Source: an optimization exercise on an open RTL-to-GDS flow (aim: small area, a short achievable clock period and few clock cycles). Production flows keep margins and buffers that such runs may drop.
In this exercise RTL edits were held to simulation tests only and were not proved equivalent to the original.

==> inputs of build 36 <==
==> flow/design.v <==
`default_nettype none
package sram_pkg;
	typedef logic [17:0] sram_addr_t;
	typedef logic [15:0] sram_data_t;
	typedef logic [4:0]  buf_addr_t;    
	typedef logic [31:0] buf_word_t;    
endpackage
`default_nettype wire
`default_nettype none
package idct_pkg;
	typedef logic signed [15:0] sample_t;     
	typedef logic signed [15:0] coeff_t;      
	typedef logic signed [31:0] product_t;
	typedef logic signed [31:0] acc_t;        
	typedef logic [5:0]         coeff_idx_t;  
endpackage
`default_nettype wire
`timescale 1ns/1ps
`default_nettype none
module idct_top (
	input  logic                 clock,
	input  logic                 resetn,
	input  logic                 start_i,
	input  logic [4:0]           block_row_i,
	input  logic [5:0]           block_col_i,
	input  sram_pkg::sram_data_t sram_read_data_i,
	output sram_pkg::sram_addr_t sram_address_o,
	output sram_pkg::sram_data_t sram_write_data_o,
	output logic                 sram_we_n_o,
	output logic                 done_o
);
	logic        busy;
	logic [7:0]  slot;
	logic [7:0]  ns;       
	logic        go;       
	logic [14:0] lp;       
	logic [14:0] base;
	assign go = start_i && !busy;
	assign ns = busy ? slot + 8'd1 : 8'd0;
	logic [8:0] line_hi;
	always_comb begin
		case (block_row_i)
			5'd0: line_hi = 9'd150;
			5'd1: line_hi = 9'd155;
			5'd2: line_hi = 9'd160;
			5'd3: line_hi = 9'd165;
			5'd4: line_hi = 9'd170;
			5'd5: line_hi = 9'd175;
			5'd6: line_hi = 9'd180;
			5'd7: line_hi = 9'd185;
			5'd8: line_hi = 9'd190;
			5'd9: line_hi = 9'd195;
			5'd10: line_hi = 9'd200;
			5'd11: line_hi = 9'd205;
			5'd12: line_hi = 9'd210;
			5'd13: line_hi = 9'd215;
			5'd14: line_hi = 9'd220;
			5'd15: line_hi = 9'd225;
			5'd16: line_hi = 9'd230;
			5'd17: line_hi = 9'd235;
			5'd18: line_hi = 9'd240;
			5'd19: line_hi = 9'd245;
			5'd20: line_hi = 9'd250;
			5'd21: line_hi = 9'd255;
			5'd22: line_hi = 9'd260;
			5'd23: line_hi = 9'd265;
			5'd24: line_hi = 9'd270;
			5'd25: line_hi = 9'd275;
			5'd26: line_hi = 9'd280;
			5'd27: line_hi = 9'd285;
			5'd28: line_hi = 9'd290;
			5'd29: line_hi = 9'd295;
			5'd30: line_hi = 9'd300;
			default: line_hi = 9'd305;
		endcase
	end
	assign base = {line_hi, block_col_i};
	logic       ns_rd, ns_wdir, ns_wbuf, ns_wlast;
	logic [2:0] ns_wrow, ns_wj;
	always_comb begin
		ns_rd    = !ns[7] && !ns[3];
		ns_wdir  = !ns[7] && ns[3] && ns[2:0] >= 3'd5;
		ns_wlast = ns[7] && ns[6:0] <= 7'd4;
		ns_wbuf  = !ns[7] && ns[3] && ns[2:0] <= 3'd4 && ns[6:4] != 3'd0;
		ns_wrow  = ns_wdir ? ns[6:4] : ns[6:4] - 3'd1;    
		case ({ns_wdir, ns[2:0]})
			4'b1101: ns_wj = 3'd0;
			4'b1110: ns_wj = 3'd7;
			4'b1111: ns_wj = 3'd2;
			4'b0000: ns_wj = 3'd5;
			4'b0001: ns_wj = 3'd3;
			4'b0010: ns_wj = 3'd4;
			4'b0011: ns_wj = 3'd1;
			default: ns_wj = 3'd6;
		endcase
	end
	function automatic logic [2:0] k_of(input logic [2:0] step);
		case (step)
			3'd0:    k_of = 3'd1;
			3'd1:    k_of = 3'd2;
			3'd2:    k_of = 3'd3;
			3'd3:    k_of = 3'd6;
			3'd4:    k_of = 3'd7;
			3'd5:    k_of = 3'd0;
			3'd6:    k_of = 3'd5;
			default: k_of = 3'd4;
		endcase
	endfunction
	logic [17:0] addr_q;
	logic        we_q;     
	logic        done_q;
	always_ff @(posedge clock or negedge resetn) begin
		if (!resetn) begin
			busy   <= 1'b0;
			slot   <= '0;
			done_q <= 1'b0;
			we_q   <= 1'b0;
		end else begin
			if (go) begin
				busy   <= 1'b1;
				slot   <= '0;
				done_q <= 1'b0;
			end else if (busy) begin
				slot <= ns;
				if (slot == 8'd132) begin
					busy   <= 1'b0;
					done_q <= 1'b1;
				end
			end
			we_q <= (busy || go) && (ns_wdir || ns_wbuf || ns_wlast);
		end
	end
	always_ff @(posedge clock) begin
		if (go)
			lp <= base;
		else if (busy && slot[3:0] == 4'd7)
			lp <= lp + 15'd40;    
		if (go)
			addr_q <= {base, k_of(3'd0)};
		else if (ns_rd)
			addr_q <= {lp, k_of(ns[2:0])};
		else
			addr_q <= {12'd0, ns_wrow, ns_wj};
	end
	assign sram_address_o = addr_q;
	assign sram_we_n_o    = !we_q;
	assign done_o         = done_q;
	logic arrive;
	always_ff @(posedge clock or negedge resetn) begin
		if (!resetn)
			arrive <= 1'b0;
		else
			arrive <= (busy || go) && ns[3:0] >= 4'd2 && ns[3:0] <= 4'd9 && ns <= 8'd129;
	end
	logic [15:0] s_q, sg;
	logic [15:0] sin;
	logic [17:0] t3q;
	logic [18:0] t5q;
	logic [23:0] sx, t3, t5;
	always_ff @(posedge clock)
		s_q <= arrive ? sram_read_data_i : 16'd0;
	assign sg = s_q;
	logic [17:0] t3n;
	logic [18:0] t5n;
	bk_add #(.W(18)) u_t3 (.a_i({{2{sg[15]}}, sg}), .b_i({sg[15], sg, 1'b0}), .c_i(1'b0), .s_o(t3n));
	bk_add #(.W(19)) u_t5 (.a_i({{3{sg[15]}}, sg}), .b_i({sg[15], sg, 2'b00}), .c_i(1'b0), .s_o(t5n));
	always_ff @(posedge clock) begin
		sin <= sg;
		t3q <= t3n;
		t5q <= t5n;
	end
	assign sx = {{8{sin[15]}}, sin};
	assign t3 = {{6{t3q[17]}}, t3q};
	assign t5 = {{5{t5q[18]}}, t5q};
	logic [2:0] ns_step;
	logic       ns_proc;
	assign ns_step = 3'(ns[3:0] - 4'd4);
	assign ns_proc = (busy || go) && ns[3:0] >= 4'd4 && ns[3:0] <= 4'd11 && !ns[7];
	localparam logic [31:0] NEG = {8'h8E, 8'h1E, 8'h00, 8'hD4};   
	logic [1:0] lsel;      
	logic       first;
	logic [3:0] neg;
	logic       cv_sub;    
	logic       bshift;    
	always_ff @(posedge clock) begin
		case (ns_step)
			3'd1, 3'd3: lsel <= 2'b01;    
			3'd5, 3'd7: lsel <= 2'b10;    
			default:    lsel <= 2'b00;    
		endcase
		first <= ns_proc && ns_step[2:1] == 2'd0;
		for (int x = 0; x < 4; x++)
			neg[x] <= ns_proc && NEG[8*x + ns_step];
		cv_sub <= ns[3:0] == 4'd13 || ns[3:0] == 4'd15 || ns[3:0] == 4'd1 || ns[3:0] == 4'd3;
		bshift <= !(ns[3:0] >= 4'd4 && ns[3:0] <= 4'd6 || ns[3:0] >= 4'd12 && ns[3:0] <= 4'd14);
	end
	logic [23:0] x0, y0, z0, x1, y1, z1, x2, y2, z2, w2, x3, y3, z3;
	logic        m3;
	always_comb begin
		x0 = sx << 11;
		case (lsel)
			2'b00:   begin y0 = ~(t5 << 3); z0 = 24'd0;   end
			2'b01:   begin y0 = ~(t5 << 5); z0 = sx << 2; end
			default: begin y0 = ~(t5 << 7); z0 = t5 << 3; end
		endcase
		case (lsel)
			2'b00:   begin x1 = t3 << 9; y1 = t5 << 5; z1 = t3 << 1; end
			2'b01:   begin x1 = t3 << 8; y1 = t5 << 1; z1 = t5;      end
			default: begin x1 = t3 << 8; y1 = t5 << 7; z1 = t5 << 3; end
		endcase
		case (lsel)
			2'b00:   begin x2 = sx << 10; y2 = t3 << 5; z2 = sx << 4; w2 = sx;    end
			2'b01:   begin x2 = t3 << 8;  y2 = t5 << 1; z2 = t5;      w2 = 24'd0; end
			default: begin x2 = sx << 10; y2 = t3 << 7; z2 = t5 << 3; w2 = 24'd0; end
		endcase
		case (lsel)
			2'b00:   begin x3 = t3 << 7;  y3 = t5 << 1; z3 = t5;         m3 = 1'b0; end
			2'b01:   begin x3 = sx << 11; y3 = sx << 2; z3 = ~(t5 << 5); m3 = 1'b1; end
			default: begin x3 = t3 << 8;  y3 = t5 << 7; z3 = t5 << 3;    m3 = 1'b0; end
		endcase
	end
	logic [23:0] r0, r1, r2, r3;
	logic [23:0] u4, u5, u6, u7, v4, v5, v6, v7;
	logic        kc4, kc5, kc6, kc7;
	logic [23:0] au0, au1, au2, au3, av0, av1, av2, av3;
	logic        ak0, ak1, ak2, ak3;
	ring_csa3 u_c0 (.first_i(first), .n_i(neg[0]), .ka_i(1'b1), .kb_i(neg[0]), .r_i(r0),
		.x_i(x0), .y_i(y0), .z_i(z0), .u_o(au0), .v_o(av0));
	ring_csa3 u_c1 (.first_i(first), .n_i(neg[1]), .ka_i(neg[1]), .kb_i(neg[1]), .r_i(r1),
		.x_i(x1), .y_i(y1), .z_i(z1), .u_o(au1), .v_o(av1));
	ring_csa4 u_c2 (.first_i(first), .n_i(neg[2]), .k_i(neg[2]), .r_i(r2),
		.x_i(x2), .y_i(y2), .z_i(z2), .w_i(w2), .u_o(au2), .v_o(av2));
	ring_csa3 u_c3 (.first_i(first), .n_i(neg[3]), .ka_i(neg[3] ^ m3), .kb_i(neg[3]), .r_i(r3),
		.x_i(x3), .y_i(y3), .z_i(z3), .u_o(au3), .v_o(av3));
	assign ak0 = 1'b0;
	assign ak1 = neg[1];
	assign ak2 = neg[2];
	assign ak3 = neg[3];
	logic [23:0] rs4, rs5, rs6, rs7;
	bk_add #(.W(24)) u_m4 (.a_i(u4), .b_i(v4), .c_i(kc4), .s_o(rs4));
	bk_add #(.W(24)) u_m5 (.a_i(u5), .b_i(v5), .c_i(kc5), .s_o(rs5));
	bk_add #(.W(24)) u_m6 (.a_i(u6), .b_i(v6), .c_i(kc6), .s_o(rs6));
	bk_add #(.W(24)) u_m7 (.a_i(u7), .b_i(v7), .c_i(kc7), .s_o(rs7));
	always_ff @(posedge clock) begin
		r0 <= rs6;
		r1 <= rs4;
		r2 <= rs7;
		r3 <= rs5;
		u4 <= au0; v4 <= av0; kc4 <= ak0;
		u5 <= au1; v5 <= av1; kc5 <= ak1;
		u6 <= au2; v6 <= av2; kc6 <= ak2;
		u7 <= au3; v7 <= av3; kc7 <= ak3;
	end
	logic [23:0] cb_u, cb_v, cp, cq, cm, cv;
	always_comb begin
		cb_u = cv_sub ? ~u4 : u6;
		cb_v = cv_sub ? ~v4 : v6;
		cp   = r0 ^ cb_u ^ cb_v;
		cm   = (r0 & cb_u) | (r0 & cb_v) | (cb_u & cb_v);
		cq   = {cm[22:0], cv_sub | kc6};
		cv   = cp + cq + {23'd0, cv_sub & !kc4};
	end
	logic [15:0] bq0, bq1, bq2, bq3, bq4;
	always_ff @(posedge clock) begin
		if (bshift) begin
			bq0 <= bq1; bq1 <= bq2; bq2 <= bq3; bq3 <= bq4;
			bq4 <= cv[23:8];
		end
	end
	logic [15:0] wd_q;
	always_ff @(posedge clock)
		wd_q <= (ns_wdir || ns[7]) ? cv[23:8] : bq0;
	assign sram_write_data_o = wd_q;
endmodule
module bk_add #(
	parameter int W = 16
) (
	input  logic [W-1:0] a_i,
	input  logic [W-1:0] b_i,
	input  logic         c_i,
	output logic [W-1:0] s_o
);
	logic [W-1:0] p0, gg, pp;
	always_comb begin
		p0    = a_i ^ b_i;
		gg    = a_i & b_i;
		gg[0] = gg[0] | (p0[0] & c_i);
		pp    = p0;
		for (int d = 1; d < W; d = d * 2)
			for (int i = 2 * d - 1; i < W; i += 2 * d) begin
				gg[i] = gg[i] | (pp[i] & gg[i-d]);
				pp[i] = pp[i] & pp[i-d];
			end
		for (int d = 16; d >= 1; d = d / 2)
			for (int i = 3 * d - 1; i < W; i += 2 * d) begin
				gg[i] = gg[i] | (pp[i] & gg[i-d]);
				pp[i] = pp[i] & pp[i-d];
			end
		s_o[0] = p0[0] ^ c_i;
		for (int i = 1; i < W; i++)
			s_o[i] = p0[i] ^ gg[i-1];
	end
endmodule
module ring_csa3 (
	input  logic        first_i,
	input  logic        n_i,
	input  logic        ka_i,
	input  logic        kb_i,
	input  logic [23:0] r_i,
	input  logic [23:0] x_i,
	input  logic [23:0] y_i,
	input  logic [23:0] z_i,
	output logic [23:0] u_o,
	output logic [23:0] v_o
);
	logic [23:0] rr, xx, yy, zz, s1, c1, m1, m2;
	assign rr  = first_i ? 24'd0 : r_i;
	assign xx  = x_i ^ {24{n_i}};
	assign yy  = y_i ^ {24{n_i}};
	assign zz  = z_i ^ {24{n_i}};
	assign s1  = rr ^ xx ^ yy;
	assign m1  = (rr & xx) | (rr & yy) | (xx & yy);
	assign c1  = {m1[22:0], ka_i};
	assign u_o = s1 ^ c1 ^ zz;
	assign m2  = (s1 & c1) | (s1 & zz) | (c1 & zz);
	assign v_o = {m2[22:0], kb_i};
endmodule
module ring_csa4 (
	input  logic        first_i,
	input  logic        n_i,
	input  logic        k_i,
	input  logic [23:0] r_i,
	input  logic [23:0] x_i,
	input  logic [23:0] y_i,
	input  logic [23:0] z_i,
	input  logic [23:0] w_i,
	output logic [23:0] u_o,
	output logic [23:0] v_o
);
	logic [23:0] u3, v3, ww, m3;
	ring_csa3 u_c (.first_i(first_i), .n_i(n_i), .ka_i(k_i), .kb_i(k_i), .r_i(r_i),
		.x_i(x_i), .y_i(y_i), .z_i(z_i), .u_o(u3), .v_o(v3));
	assign ww  = w_i ^ {24{n_i}};
	assign u_o = u3 ^ v3 ^ ww;
	assign m3  = (u3 & v3) | (u3 & ww) | (v3 & ww);
	assign v_o = {m3[22:0], k_i};
endmodule
`default_nettype wire
==> flow/flow/run.sh <==
#!/bin/bash
# The standard layout (standard.sh: ORFS from synthesis to the final
# layout), with timing repair aiming for a setup slack well above zero so
# that the layout reaches a shorter period than the 13 ns it is signed off at.
bash standard.sh SETUP_SLACK_MARGIN=9.45 finish > standard.log 2>&1
==> flow/standard.sh <==
#!/bin/bash
# synth_recipe.tcl (not shown) runs the flow's synth.tcl, then flattens the netlist and writes it again
# the make line also repeats each setting of config.mk as NAME=value (left out here)
make -C /OpenROAD-flow-scripts/flow DESIGN_CONFIG=/design/flow/config.mk WORK_HOME=/design/flow/orfs CLKGATE_MAP_FILE= SYNTH_SCRIPT=/design/flow/synth_recipe.tcl "${@:-finish}"
==> flow/config.mk <==
export PLATFORM = sky130hd
export DESIGN_NAME = idct_top
export DESIGN_NICKNAME = idct_top
export VERILOG_FILES = /design/flow/design.v
export SDC_FILE = /design/flow/constraint.sdc
export NUM_CORES = 4
export LEC_CHECK = 0
export CAP_MARGIN = 20
export CORE_MARGIN = 2
export CORE_UTILIZATION = 65
export CTS_CLUSTER_DIAMETER = 100
export CTS_CLUSTER_SIZE = 30
export SETUP_SLACK_MARGIN = 5
export SLEW_MARGIN = 20
==> flow/constraint.sdc <==
create_clock -name core_clock -period 13.0 [get_ports {clock}]
set_input_delay 2.6000 -clock core_clock [delete_from_list [all_inputs] [get_ports {clock}]]
set_output_delay 2.6000 -clock core_clock [all_outputs]
set_load 0.01 [all_outputs]
==> trial 43: changes against build 36 <==
--- a/flow/design.v
+++ b/flow/design.v
@@ -160,14 +160,10 @@
 	always_ff @(posedge clock)
 		s_q <= arrive ? sram_read_data_i : 16'd0;
 	assign sg = s_q;
-	logic [17:0] t3n;
-	logic [18:0] t5n;
-	bk_add #(.W(18)) u_t3 (.a_i({{2{sg[15]}}, sg}), .b_i({sg[15], sg, 1'b0}), .c_i(1'b0), .s_o(t3n));
-	bk_add #(.W(19)) u_t5 (.a_i({{3{sg[15]}}, sg}), .b_i({sg[15], sg, 2'b00}), .c_i(1'b0), .s_o(t5n));
 	always_ff @(posedge clock) begin
 		sin <= sg;
-		t3q <= t3n;
-		t5q <= t5n;
+		t3q <= {{2{sg[15]}}, sg} + {sg[15], sg, 1'b0};
+		t5q <= {{3{sg[15]}}, sg} + {sg[15], sg, 2'b00};
 	end
 	assign sx = {{8{sin[15]}}, sin};
 	assign t3 = {{6{t3q[17]}}, t3q};
@@ -236,16 +232,11 @@
 	assign ak1 = neg[1];
 	assign ak2 = neg[2];
 	assign ak3 = neg[3];
-	logic [23:0] rs4, rs5, rs6, rs7;
-	bk_add #(.W(24)) u_m4 (.a_i(u4), .b_i(v4), .c_i(kc4), .s_o(rs4));
-	bk_add #(.W(24)) u_m5 (.a_i(u5), .b_i(v5), .c_i(kc5), .s_o(rs5));
-	bk_add #(.W(24)) u_m6 (.a_i(u6), .b_i(v6), .c_i(kc6), .s_o(rs6));
-	bk_add #(.W(24)) u_m7 (.a_i(u7), .b_i(v7), .c_i(kc7), .s_o(rs7));
 	always_ff @(posedge clock) begin
-		r0 <= rs6;
-		r1 <= rs4;
-		r2 <= rs7;
-		r3 <= rs5;
+		r0 <= u6 + v6 + {23'd0, kc6};
+		r1 <= u4 + v4 + {23'd0, kc4};
+		r2 <= u7 + v7 + {23'd0, kc7};
+		r3 <= u5 + v5 + {23'd0, kc5};
 		u4 <= au0; v4 <= av0; kc4 <= ak0;
 		u5 <= au1; v5 <= av1; kc5 <= ak1;
 		u6 <= au2; v6 <= av2; kc6 <= ak2;
@@ -272,35 +263,6 @@
 		wd_q <= (ns_wdir || ns[7]) ? cv[23:8] : bq0;
 	assign sram_write_data_o = wd_q;
 endmodule
-module bk_add #(
-	parameter int W = 16
-) (
-	input  logic [W-1:0] a_i,
-	input  logic [W-1:0] b_i,
-	input  logic         c_i,
-	output logic [W-1:0] s_o
-);
-	logic [W-1:0] p0, gg, pp;
-	always_comb begin
-		p0    = a_i ^ b_i;
-		gg    = a_i & b_i;
-		gg[0] = gg[0] | (p0[0] & c_i);
-		pp    = p0;
-		for (int d = 1; d < W; d = d * 2)
-			for (int i = 2 * d - 1; i < W; i += 2 * d) begin
-				gg[i] = gg[i] | (pp[i] & gg[i-d]);
-				pp[i] = pp[i] & pp[i-d];
-			end
-		for (int d = 16; d >= 1; d = d / 2)
-			for (int i = 3 * d - 1; i < W; i += 2 * d) begin
-				gg[i] = gg[i] | (pp[i] & gg[i-d]);
-				pp[i] = pp[i] & pp[i-d];
-			end
-		s_o[0] = p0[0] ^ c_i;
-		for (int i = 1; i < W; i++)
-			s_o[i] = p0[i] ^ gg[i-1];
-	end
-endmodule
 module ring_csa3 (
 	input  logic        first_i,
 	input  logic        n_i,
==> flow/flow/run.sh (replaced) <==
#!/bin/bash
# The standard layout (standard.sh: ORFS from synthesis to the final
# layout), with timing repair aiming for a setup slack well above zero so
# that the layout reaches a shorter period than the 13 ns it is signed off at.
bash standard.sh SETUP_SLACK_MARGIN=9.0 finish > standard.log 2>&1
Settings changed: CTS_CLUSTER_DIAMETER 100 to default, CTS_CLUSTER_SIZE 30 to default.
==> trial 75: changes against build 36 <==
--- a/flow/design.v
+++ b/flow/design.v
@@ -79,18 +79,18 @@
 	logic [2:0] ns_wrow, ns_wj;
 	always_comb begin
 		ns_rd    = !ns[7] && !ns[3];
-		ns_wdir  = !ns[7] && ns[3] && ns[2:0] >= 3'd5;
-		ns_wlast = ns[7] && ns[6:0] <= 7'd4;
-		ns_wbuf  = !ns[7] && ns[3] && ns[2:0] <= 3'd4 && ns[6:4] != 3'd0;
+		ns_wdir  = !ns[7] && ns[3:2] == 2'b11;
+		ns_wlast = ns[7] && ns[6:0] <= 7'd3;
+		ns_wbuf  = !ns[7] && ns[3:2] == 2'b10 && ns[6:4] != 3'd0;
 		ns_wrow  = ns_wdir ? ns[6:4] : ns[6:4] - 3'd1;    
-		case ({ns_wdir, ns[2:0]})
-			4'b1101: ns_wj = 3'd0;
-			4'b1110: ns_wj = 3'd7;
-			4'b1111: ns_wj = 3'd2;
-			4'b0000: ns_wj = 3'd5;
-			4'b0001: ns_wj = 3'd3;
-			4'b0010: ns_wj = 3'd4;
-			4'b0011: ns_wj = 3'd1;
+		case ({ns_wdir, ns[1:0]})
+			3'b100:  ns_wj = 3'd0;
+			3'b101:  ns_wj = 3'd7;
+			3'b110:  ns_wj = 3'd2;
+			3'b111:  ns_wj = 3'd5;
+			3'b000:  ns_wj = 3'd3;
+			3'b001:  ns_wj = 3'd4;
+			3'b010:  ns_wj = 3'd1;
 			default: ns_wj = 3'd6;
 		endcase
 	end
@@ -122,7 +122,7 @@
 				done_q <= 1'b0;
 			end else if (busy) begin
 				slot <= ns;
-				if (slot == 8'd132) begin
+				if (slot == 8'd131) begin
 					busy   <= 1'b0;
 					done_q <= 1'b1;
 				end
@@ -152,30 +152,24 @@
 		else
 			arrive <= (busy || go) && ns[3:0] >= 4'd2 && ns[3:0] <= 4'd9 && ns <= 8'd129;
 	end
-	logic [15:0] s_q, sg;
+	logic [15:0] sg;
 	logic [15:0] sin;
 	logic [17:0] t3q;
 	logic [18:0] t5q;
 	logic [23:0] sx, t3, t5;
-	always_ff @(posedge clock)
-		s_q <= arrive ? sram_read_data_i : 16'd0;
-	assign sg = s_q;
-	logic [17:0] t3n;
-	logic [18:0] t5n;
-	bk_add #(.W(18)) u_t3 (.a_i({{2{sg[15]}}, sg}), .b_i({sg[15], sg, 1'b0}), .c_i(1'b0), .s_o(t3n));
-	bk_add #(.W(19)) u_t5 (.a_i({{3{sg[15]}}, sg}), .b_i({sg[15], sg, 2'b00}), .c_i(1'b0), .s_o(t5n));
+	assign sg = arrive ? sram_read_data_i : 16'd0;
 	always_ff @(posedge clock) begin
 		sin <= sg;
-		t3q <= t3n;
-		t5q <= t5n;
+		t3q <= {{2{sg[15]}}, sg} + {sg[15], sg, 1'b0};
+		t5q <= {{3{sg[15]}}, sg} + {sg[15], sg, 2'b00};
 	end
 	assign sx = {{8{sin[15]}}, sin};
 	assign t3 = {{6{t3q[17]}}, t3q};
 	assign t5 = {{5{t5q[18]}}, t5q};
 	logic [2:0] ns_step;
 	logic       ns_proc;
-	assign ns_step = 3'(ns[3:0] - 4'd4);
-	assign ns_proc = (busy || go) && ns[3:0] >= 4'd4 && ns[3:0] <= 4'd11 && !ns[7];
+	assign ns_step = 3'(ns[3:0] - 4'd3);
+	assign ns_proc = (busy || go) && ns[3:0] >= 4'd3 && ns[3:0] <= 4'd10 && !ns[7];
 	localparam logic [31:0] NEG = {8'h8E, 8'h1E, 8'h00, 8'hD4};   
 	logic [1:0] lsel;      
 	logic       first;
@@ -191,8 +185,8 @@
 		first <= ns_proc && ns_step[2:1] == 2'd0;
 		for (int x = 0; x < 4; x++)
 			neg[x] <= ns_proc && NEG[8*x + ns_step];
-		cv_sub <= ns[3:0] == 4'd13 || ns[3:0] == 4'd15 || ns[3:0] == 4'd1 || ns[3:0] == 4'd3;
-		bshift <= !(ns[3:0] >= 4'd4 && ns[3:0] <= 4'd6 || ns[3:0] >= 4'd12 && ns[3:0] <= 4'd14);
+		cv_sub <= ns[3:0] == 4'd12 || ns[3:0] == 4'd14 || ns[3:0] == 4'd0 || ns[3:0] == 4'd2;
+		bshift <= ns[3:0] == 4'd15 || ns[3:0] <= 4'd2 || (ns[3:0] >= 4'd7 && ns[3:0] <= 4'd10);
 	end
 	logic [23:0] x0, y0, z0, x1, y1, z1, x2, y2, z2, w2, x3, y3, z3;
 	logic        m3;
@@ -236,16 +230,11 @@
 	assign ak1 = neg[1];
 	assign ak2 = neg[2];
 	assign ak3 = neg[3];
-	logic [23:0] rs4, rs5, rs6, rs7;
-	bk_add #(.W(24)) u_m4 (.a_i(u4), .b_i(v4), .c_i(kc4), .s_o(rs4));
-	bk_add #(.W(24)) u_m5 (.a_i(u5), .b_i(v5), .c_i(kc5), .s_o(rs5));
-	bk_add #(.W(24)) u_m6 (.a_i(u6), .b_i(v6), .c_i(kc6), .s_o(rs6));
-	bk_add #(.W(24)) u_m7 (.a_i(u7), .b_i(v7), .c_i(kc7), .s_o(rs7));
 	always_ff @(posedge clock) begin
-		r0 <= rs6;
-		r1 <= rs4;
-		r2 <= rs7;
-		r3 <= rs5;
+		r0 <= u6 + v6 + {23'd0, kc6};
+		r1 <= u4 + v4 + {23'd0, kc4};
+		r2 <= u7 + v7 + {23'd0, kc7};
+		r3 <= u5 + v5 + {23'd0, kc5};
 		u4 <= au0; v4 <= av0; kc4 <= ak0;
 		u5 <= au1; v5 <= av1; kc5 <= ak1;
 		u6 <= au2; v6 <= av2; kc6 <= ak2;
@@ -260,11 +249,11 @@
 		cq   = {cm[22:0], cv_sub | kc6};
 		cv   = cp + cq + {23'd0, cv_sub & !kc4};
 	end
-	logic [15:0] bq0, bq1, bq2, bq3, bq4;
+	logic [15:0] bq0, bq1, bq2, bq3;
 	always_ff @(posedge clock) begin
 		if (bshift) begin
-			bq0 <= bq1; bq1 <= bq2; bq2 <= bq3; bq3 <= bq4;
-			bq4 <= cv[23:8];
+			bq0 <= bq1; bq1 <= bq2; bq2 <= bq3;
+			bq3 <= cv[23:8];
 		end
 	end
 	logic [15:0] wd_q;
@@ -272,35 +261,6 @@
 		wd_q <= (ns_wdir || ns[7]) ? cv[23:8] : bq0;
 	assign sram_write_data_o = wd_q;
 endmodule
-module bk_add #(
-	parameter int W = 16
-) (
-	input  logic [W-1:0] a_i,
-	input  logic [W-1:0] b_i,
-	input  logic         c_i,
-	output logic [W-1:0] s_o
-);
-	logic [W-1:0] p0, gg, pp;
-	always_comb begin
-		p0    = a_i ^ b_i;
-		gg    = a_i & b_i;
-		gg[0] = gg[0] | (p0[0] & c_i);
-		pp    = p0;
-		for (int d = 1; d < W; d = d * 2)
-			for (int i = 2 * d - 1; i < W; i += 2 * d) begin
-				gg[i] = gg[i] | (pp[i] & gg[i-d]);
-				pp[i] = pp[i] & pp[i-d];
-			end
-		for (int d = 16; d >= 1; d = d / 2)
-			for (int i = 3 * d - 1; i < W; i += 2 * d) begin
-				gg[i] = gg[i] | (pp[i] & gg[i-d]);
-				pp[i] = pp[i] & pp[i-d];
-			end
-		s_o[0] = p0[0] ^ c_i;
-		for (int i = 1; i < W; i++)
-			s_o[i] = p0[i] ^ gg[i-1];
-	end
-endmodule
 module ring_csa3 (
 	input  logic        first_i,
 	input  logic        n_i,
==> flow/flow/run.sh (replaced) <==
#!/bin/bash
# The standard layout (standard.sh: ORFS from synthesis to the final
# layout), with timing repair aiming for a setup slack well above zero so
# that the layout reaches a shorter period than the 13 ns it is signed off at.
bash standard.sh SETUP_SLACK_MARGIN=9.0 finish > standard.log 2>&1
Settings changed: CTS_CLUSTER_DIAMETER 100 to default, CTS_CLUSTER_SIZE 30 to default.
==> comparison table <==
item	trial 75	build 36	trial 43
Layout cells sized above 1	8.555%	8.461%	4.430%
Worst Setup Path Type	in -> reg	reg -> out	reg -> out
Fraction of synthesized area in multiplexers	2.930%	2.249%	2.496%
Total of cells resized after clock tree synthesis	121	210	42
Std-Cell Core Area	43270 um2	43270 um2	45190 um2
Mapped Area	28610 um2	28600 um2	29620 um2
Final-layout clock-cell area share	5.394%	1.948%	5.790%
Min Hold Slack	329.7 ps	345.0 ps	327.3 ps
XOR/XNOR share of the synthesized area	10.93%	9.367%	10.35%
Register bit total from synthesis	468	500	500
Number of tap cells inserted	585	585	600
Number of cells on the critical path	13	2	1
Register share of the cell area	31.51%	35.40%	33.80%
Synthesis Warnings	1	4	1
Run status	timing/DRC/antenna clean	timing/DRC/antenna clean	timing/DRC/antenna clean
Fin worst setup slack	8713 ps	9306 ps	9093 ps
R2r worst-path depth	9	14	13
Vert. Die Dim	213.8 um	213.8 um	217.5 um
Testbench counts of build 36, summed over its fixed seeds: cycles 34,304.
Testbench counts of trial 43, summed over its fixed seeds: cycles 34,304.
Testbench counts of trial 75, summed over its fixed seeds: cycles 34,048.

## re-timing with driven ports
In the flow no input, the clock included, has a driving cell. The finished layouts below were timed again as built, in two steps.
Step 1 sets driving cells, clkbuf_16 on the clock port and buf_2 on the other inputs (assumed; they add their load-dependent delay and slew).
Step 2, shift: input delay + t, output delay - t, t = (earliest + latest rising clock arrival at the registers) / 2. This alone moves slack from input paths to output paths.
Three values: ideal, step 1, step 2; two values: the first two.
run	shift t [ns]	setup WS [ns]	hold slack, ns	worst setup path after step 2	pins driven straight from the clock port
build 36	0.635	9.306 / 9.244 / 8.944	0.345 / 0.345 / 0.345	input to register	1
trial 43	0.678	9.093 / 9.029 / 8.531	0.327 / 0.327 / 0.327	input to register	1
trial 75	0.660	8.713 / 8.721 / 8.061	0.330 / 0.330 / 0.330	input to register	1
After both steps every run listed still meets setup and hold. For trial 75, which loses most, drivers alone change the setup slack by +0.008 ns; drivers and shift together by -0.652 ns.
